From an optimization exercise on the open Yosys and OpenROAD flow, aimed at small area; shortcuts taken in it are not production practice. Only simulation tests tie the RTL to the original design; equivalence was not proved.

==> trial 39: inputs <==
## register_file
module register_file
#(
  parameter int unsigned DATA_W   = mips_pkg::DATA_W,
  parameter int unsigned NUM_REGS = 32
) (
  input  logic              clk,
  input  logic              reset,
  input  logic              RegWrite,
  input  logic [mips_pkg::ADDR_W-1:0] Write_Register,
  input  logic [DATA_W-1:0] Write_Data,
  input  logic [mips_pkg::ADDR_W-1:0] Read_Register1,
  input  logic [mips_pkg::ADDR_W-1:0] Read_Register2,
  input  logic              ReadEn,
  output logic [DATA_W-1:0] Read_Data1,
  output logic [DATA_W-1:0] Read_Data2,
  output logic              Read_Valid
);
  logic [NUM_REGS-1:0][DATA_W-1:0] regs_q;
  logic [NUM_REGS-1:0]             we;
  logic [NUM_REGS-1:0]             valid_q;
  logic                            rvalid_q;
  always_comb begin
    we = '0;
    for (int unsigned i = 1; i < NUM_REGS; i++) begin
      we[i] = RegWrite && (Write_Register == mips_pkg::ADDR_W'(i));
    end
  end
  assign regs_q[0]  = '0;
  assign valid_q[0] = 1'b0;
  for (genvar g = 1; g < NUM_REGS; g++) begin : g_reg
    always_ff @(posedge clk) begin
      if (we[g]) begin
        regs_q[g] <= Write_Data;
      end
    end
    always_ff @(posedge clk or posedge reset) begin
      if (reset) begin
        valid_q[g] <= 1'b0;
      end else if (we[g]) begin
  ...
==> module rf_aoi222, before the edit <==
module rf_aoi222 (
  input  logic a0, b0, a1, b1, a2, b2,
  output logic y
);
  assign y = ~((a0 & b0) | (a1 & b1) | (a2 & b2));
endmodule
==> module rf_nand4, before the edit <==
module rf_nand4 (
  input  logic a, b, c, d,
  output logic y
);
  assign y = ~(a & b & c & d);
endmodule
==> module rf_tail, before the edit <==
module rf_tail (
  input  logic n0, n1, a0, b0, a1, b1,
  output logic y
);
  assign y = ~(n0 & n1 & ~((a0 & b0) | (a1 & b1)));
endmodule
==> module rf_or3, before the edit <==
module rf_or3 (
  input  logic a, b, c,
  output logic y
);
  assign y = a | b | c;
endmodule
==> module regfile_read_port, before the edit <==
module regfile_read_port
#(
  parameter int unsigned DATA_W   = mips_pkg::DATA_W,
  parameter int unsigned NUM_REGS = 32
) (
  input  logic                             clk,
  input  logic                             reset,
  input  logic                             rd_en_i,
  input  logic [mips_pkg::ADDR_W-1:0]      rd_addr_i,
  input  logic [NUM_REGS-1:0][DATA_W-1:0]  regs_i,
  input  logic [NUM_REGS-1:0]              valid_i,
  output logic [DATA_W-1:0]                rd_data_o
);
  localparam int unsigned NUM_TERMS  = NUM_REGS;
  localparam int unsigned NUM_GROUPS = NUM_TERMS / 3;
  logic [DATA_W-1:0]                rd_data_d, rd_data_q;
  logic [NUM_TERMS-1:0]             sel;
  logic [NUM_TERMS-1:0][DATA_W-1:0] term;
  logic [NUM_GROUPS-1:0][DATA_W-1:0] grp_n;
  always_comb begin
    sel[0]  = !rd_en_i;
    term[0] = rd_data_q;
    for (int unsigned i = 1; i < NUM_TERMS; i++) begin
      sel[i]  = rd_en_i && valid_i[i] && (rd_addr_i == mips_pkg::ADDR_W'(i));
      term[i] = regs_i[i];
    end
  end
  for (genvar b = 0; b < DATA_W; b++) begin : g_bit
    for (genvar g = 0; g < NUM_GROUPS; g++) begin : g_grp
      if (3 * g + 2 < NUM_TERMS) begin : g_3
        rf_aoi222 u_aoi (
          .a0 (sel[3*g]),   .b0 (term[3*g][b]),
          .a1 (sel[3*g+1]), .b1 (term[3*g+1][b]),
          .a2 (sel[3*g+2]), .b2 (term[3*g+2][b]),
          .y  (grp_n[g][b])
        );
      end
    end
  end
  for (genvar b = 0; b < DATA_W; b++) begin : g_red
    logic p0, p1, p2;
    rf_nand4 u_p0 (.a(grp_n[0][b]), .b(grp_n[1][b]), .c(grp_n[2][b]),  .d(grp_n[3][b]), .y(p0));
    rf_nand4 u_p1 (.a(grp_n[4][b]), .b(grp_n[5][b]), .c(grp_n[6][b]),  .d(grp_n[7][b]), .y(p1));
    rf_tail  u_p2 (.n0(grp_n[8][b]), .n1(grp_n[9][b]),
                   .a0(sel[30]), .b0(term[30][b]), .a1(sel[31]), .b1(term[31][b]), .y(p2));
    rf_or3   u_or (.a(p0), .b(p1), .c(p2), .y(rd_data_d[b]));
  end
  always_ff @(posedge clk or posedge reset) begin
    if (reset) begin
      rd_data_q <= '0;
    end else begin
      rd_data_q <= rd_data_d;
    end
  end
  assign rd_data_o = rd_data_q;
endmodule
==> module register_file, before the edit <==
module register_file
#(
  parameter int unsigned DATA_W   = mips_pkg::DATA_W,
  parameter int unsigned NUM_REGS = 32
) (
  input  logic              clk,
  input  logic              reset,
  input  logic              RegWrite,
  input  logic [mips_pkg::ADDR_W-1:0] Write_Register,
  input  logic [DATA_W-1:0] Write_Data,
  input  logic [mips_pkg::ADDR_W-1:0] Read_Register1,
  input  logic [mips_pkg::ADDR_W-1:0] Read_Register2,
  input  logic              ReadEn,
  output logic [DATA_W-1:0] Read_Data1,
  output logic [DATA_W-1:0] Read_Data2,
  output logic              Read_Valid
);
  logic [NUM_REGS-1:0][DATA_W-1:0] regs_q;
  logic [NUM_REGS-1:0]             we;
  logic [NUM_REGS-1:0]             valid_q;
  logic                            rvalid_q;
  always_comb begin
    we = '0;
    for (int unsigned i = 1; i < NUM_REGS; i++) begin
      we[i] = RegWrite && (Write_Register == mips_pkg::ADDR_W'(i));
    end
  end
  assign regs_q[0]  = '0;
  assign valid_q[0] = 1'b0;
  for (genvar g = 1; g < NUM_REGS; g++) begin : g_reg
    always_ff @(posedge clk) begin
      if (we[g]) begin
        regs_q[g] <= Write_Data;
      end
    end
    always_ff @(posedge clk or posedge reset) begin
      if (reset) begin
        valid_q[g] <= 1'b0;
      end else if (we[g]) begin
        valid_q[g] <= 1'b1;
      end
    end
  end
  always_ff @(posedge clk or posedge reset) begin
    if (reset) begin
      rvalid_q <= 1'b0;
    end else begin
      rvalid_q <= ReadEn;
    end
  end
  regfile_read_port #(
    .DATA_W   (DATA_W),
    .NUM_REGS (NUM_REGS)
  ) u_rd_port1 (
    .clk       (clk),
    .reset     (reset),
    .rd_en_i   (ReadEn),
    .rd_addr_i (Read_Register1),
    .regs_i    (regs_q),
    .valid_i   (valid_q),
    .rd_data_o (Read_Data1)
  );
  regfile_read_port #(
    .DATA_W   (DATA_W),
    .NUM_REGS (NUM_REGS)
  ) u_rd_port2 (
    .clk       (clk),
    .reset     (reset),
    .rd_en_i   (ReadEn),
    .rd_addr_i (Read_Register2),
    .regs_i    (regs_q),
    .valid_i   (valid_q),
    .rd_data_o (Read_Data2)
  );
  assign Read_Valid = rvalid_q;
endmodule
Settings: LEC_CHECK=0, CAP_MARGIN=10, CORE_MARGIN=2, CORE_UTILIZATION=50, SLEW_MARGIN=10, SYNTH_HIERARCHICAL=1; clock period 5.0 ns.
standard.sh (not shown) runs the stock make flow with config.mk's settings and CLKGATE_MAP_FILE= SYNTH_SCRIPT=/design/flow/synth_recipe.tcl, a recipe that flattens the netlist after the stock synthesis.
==> flow/flow/run.sh <==
#!/bin/bash
set -e
export BUFFER_PORTS_ARGS="-buffer_cell sky130_fd_sc_hd__buf_1"
export CTS_ARGS="-sink_clustering_enable -repair_clock_nets -dont_use_dummy_load -buf_list sky130_fd_sc_hd__clkbuf_8 -sink_clustering_size 18 -sink_clustering_max_diameter 60"
bash standard.sh > standard.log 2>&1
==> build 53 (differences from trial 39) <==
==> flow/design.v (replaced) <==
package mips_pkg;
  localparam int unsigned DATA_W = 32;
  localparam int unsigned ADDR_W = 5;
  typedef logic [ADDR_W-1:0] reg_addr_t;
  localparam reg_addr_t REG_ZERO = reg_addr_t'(0);
  localparam reg_addr_t REG_RA   = reg_addr_t'(31);
  function automatic logic addr_hit(input logic en, input reg_addr_t wr_addr, input reg_addr_t rd_addr);
    addr_hit = en && (wr_addr != REG_ZERO) && (wr_addr == rd_addr);
  endfunction
endpackage
import mips_pkg::*;
module regfile_read_port
#(
  parameter int unsigned DATA_W   = mips_pkg::DATA_W,
  parameter int unsigned NUM_REGS = 32
) (
  input  logic                             clk,
  input  logic                             reset,
  input  logic                             rd_en_i,
  input  logic [mips_pkg::ADDR_W-1:0]                rd_addr_i,
  input  logic [NUM_REGS-1:0][DATA_W-1:0]  regs_i,
  input  logic                             wr_en_i,
  input  logic [mips_pkg::ADDR_W-1:0]                wr_addr_i,
  input  logic [DATA_W-1:0]                wr_data_i,
  output logic [DATA_W-1:0]                rd_data_o
);
  logic [DATA_W-1:0] rd_data_d, rd_data_q;
  logic unused_wr;
  assign unused_wr = ^{wr_en_i, wr_addr_i, wr_data_i};
  always_comb begin
    rd_data_d = '0;
    for (int unsigned i = 0; i < NUM_REGS; i++) begin
      if (rd_addr_i == ADDR_W'(i)) begin
        rd_data_d = regs_i[i];
      end
    end
    if (!rd_en_i) begin
      rd_data_d = rd_data_q;
    end
  end
  always_ff @(posedge clk or posedge reset) begin
    if (reset) begin
      rd_data_q <= '0;
    end else begin
      rd_data_q <= rd_data_d;
    end
  end
  assign rd_data_o = rd_data_q;
endmodule
import mips_pkg::*;
module register_file
#(
  parameter int unsigned DATA_W   = mips_pkg::DATA_W,
  parameter int unsigned NUM_REGS = 32
) (
  input  logic              clk,
  input  logic              reset,
  input  logic              RegWrite,
  input  logic [mips_pkg::ADDR_W-1:0] Write_Register,
  input  logic [DATA_W-1:0] Write_Data,
  input  logic [mips_pkg::ADDR_W-1:0] Read_Register1,
  input  logic [mips_pkg::ADDR_W-1:0] Read_Register2,
  input  logic              ReadEn,
  output logic [DATA_W-1:0] Read_Data1,
  output logic [DATA_W-1:0] Read_Data2,
  output logic              Read_Valid
);
  logic [NUM_REGS-1:0][DATA_W-1:0] regs_d, regs_q;
  logic                            valid_q;
  always_comb begin
    regs_d    = regs_q;
    regs_d[0] = '0;
    for (int unsigned i = 1; i < NUM_REGS; i++) begin
      if (RegWrite && (Write_Register == ADDR_W'(i))) begin
        regs_d[i] = Write_Data;
      end
    end
  end
  always_ff @(posedge clk or posedge reset) begin
    if (reset) begin
      regs_q  <= '0;
      valid_q <= 1'b0;
    end else begin
      regs_q  <= regs_d;
      valid_q <= ReadEn;
    end
  end
  regfile_read_port #(
    .DATA_W   (DATA_W),
    .NUM_REGS (NUM_REGS)
  ) u_rd_port1 (
    .clk       (clk),
    .reset     (reset),
    .rd_en_i   (ReadEn),
    .rd_addr_i (Read_Register1),
    .regs_i    (regs_q),
    .wr_en_i   (RegWrite),
    .wr_addr_i (Write_Register),
    .wr_data_i (Write_Data),
    .rd_data_o (Read_Data1)
  );
  regfile_read_port #(
    .DATA_W   (DATA_W),
    .NUM_REGS (NUM_REGS)
  ) u_rd_port2 (
    .clk       (clk),
    .reset     (reset),
    .rd_en_i   (ReadEn),
    .rd_addr_i (Read_Register2),
    .regs_i    (regs_q),
    .wr_en_i   (RegWrite),
    .wr_addr_i (Write_Register),
    .wr_data_i (Write_Data),
    .rd_data_o (Read_Data2)
  );
  assign Read_Valid = valid_q;
endmodule
==> flow/run.sh (new file) <==
#!/bin/bash
# synth_recipe.tcl (not shown) runs the flow's synth.tcl, then flattens the netlist and writes it again
# the make line also repeats each setting of config.mk as NAME=value (left out here)
make -C /OpenROAD-flow-scripts/flow DESIGN_CONFIG=/design/flow/config.mk WORK_HOME=/design/flow/orfs CLKGATE_MAP_FILE= SYNTH_SCRIPT=/design/flow/synth_recipe.tcl finish
--- a/flow/config.mk
+++ b/flow/config.mk
@@ -6,7 +6,6 @@
 export NUM_CORES = 4
 export LEC_CHECK = 0
-export CAP_MARGIN = 10
+export CAP_MARGIN = 20
 export CORE_MARGIN = 2
-export CORE_UTILIZATION = 50
-export SLEW_MARGIN = 10
-export SYNTH_HIERARCHICAL = 1
+export CORE_UTILIZATION = 40
+export SLEW_MARGIN = 20
removed: flow/flow/run.sh
removed: flow/standard.sh
==> trial 78 (differences from trial 39) <==
==> flow/run.sh (new file) <==
#!/bin/bash
# synth_recipe.tcl (not shown) runs the flow's synth.tcl, then flattens the netlist and writes it again
# the make line also repeats each setting of config.mk as NAME=value (left out here)
make -C /OpenROAD-flow-scripts/flow DESIGN_CONFIG=/design/flow/config.mk WORK_HOME=/design/flow/orfs CLKGATE_MAP_FILE= SYNTH_SCRIPT=/design/flow/synth_recipe.tcl finish
--- a/flow/config.mk
+++ b/flow/config.mk
@@ -6,7 +6,10 @@
 export NUM_CORES = 4
 export LEC_CHECK = 0
-export CAP_MARGIN = 10
+export CAP_MARGIN = 0
 export CORE_MARGIN = 2
-export CORE_UTILIZATION = 50
-export SLEW_MARGIN = 10
+export CORE_UTILIZATION = 55
+export CTS_BUF_LIST = sky130_fd_sc_hd__clkbuf_8
+export CTS_CLUSTER_DIAMETER = 50
+export CTS_CLUSTER_SIZE = 16
+export SLEW_MARGIN = 0
 export SYNTH_HIERARCHICAL = 1
removed: flow/flow/run.sh
removed: flow/standard.sh
==> notes.md <==
Die area: trial 78 < trial 39 < build 53.
Global-route usage, highest first: build 53, trial 78, trial 39.
Maximum frequency, highest first: trial 39, trial 78, build 53.
Of trial 39 and trial 78, trial 39 has the higher first-iteration DRC count (gap 5.2%, measured against trial 78).
In build 53 the cell count is higher than in trial 39, by about 110%.

-- separate check: timing with driven ports --
The results above use ideal ports. As a check the final layouts listed here were re-extracted and re-timed, cells and wires unchanged. Step 1 assumes that a clkbuf_16 drives the clock port and a buf_2 every other input. Step 2 moves the port delays by t, midway between the first and last clock arrival at a register: inputs arrive t later, outputs are due t later. That takes back most of the time a late clock gives input paths. a / b / c = no drivers / after step 1 / after step 2; a / b = the first two.
run | t (ns) | setup WS [ns] | latest minus earliest clock arrival (ns) | worst slew at a driven data input, ns | pins driven straight from the clock port
trial 39 | 0.777 | 1.854 / 1.894 / 1.117 | 0.104 / 0.104 | 0.05 | 1
build 53 | 0.850 | 0.683 / 0.705 / -0.145 | 0.071 / 0.072 | 0.13 | 1
trial 78 | 0.820 | 1.208 / 1.244 / 0.424 | 0.047 / 0.046 | 0.14 | 1
Met with ideal ports but missed after step 2: setup timing in build 53. For build 53, which loses most, drivers alone change the setup slack by +0.022 ns; drivers and shift together by -0.828 ns.
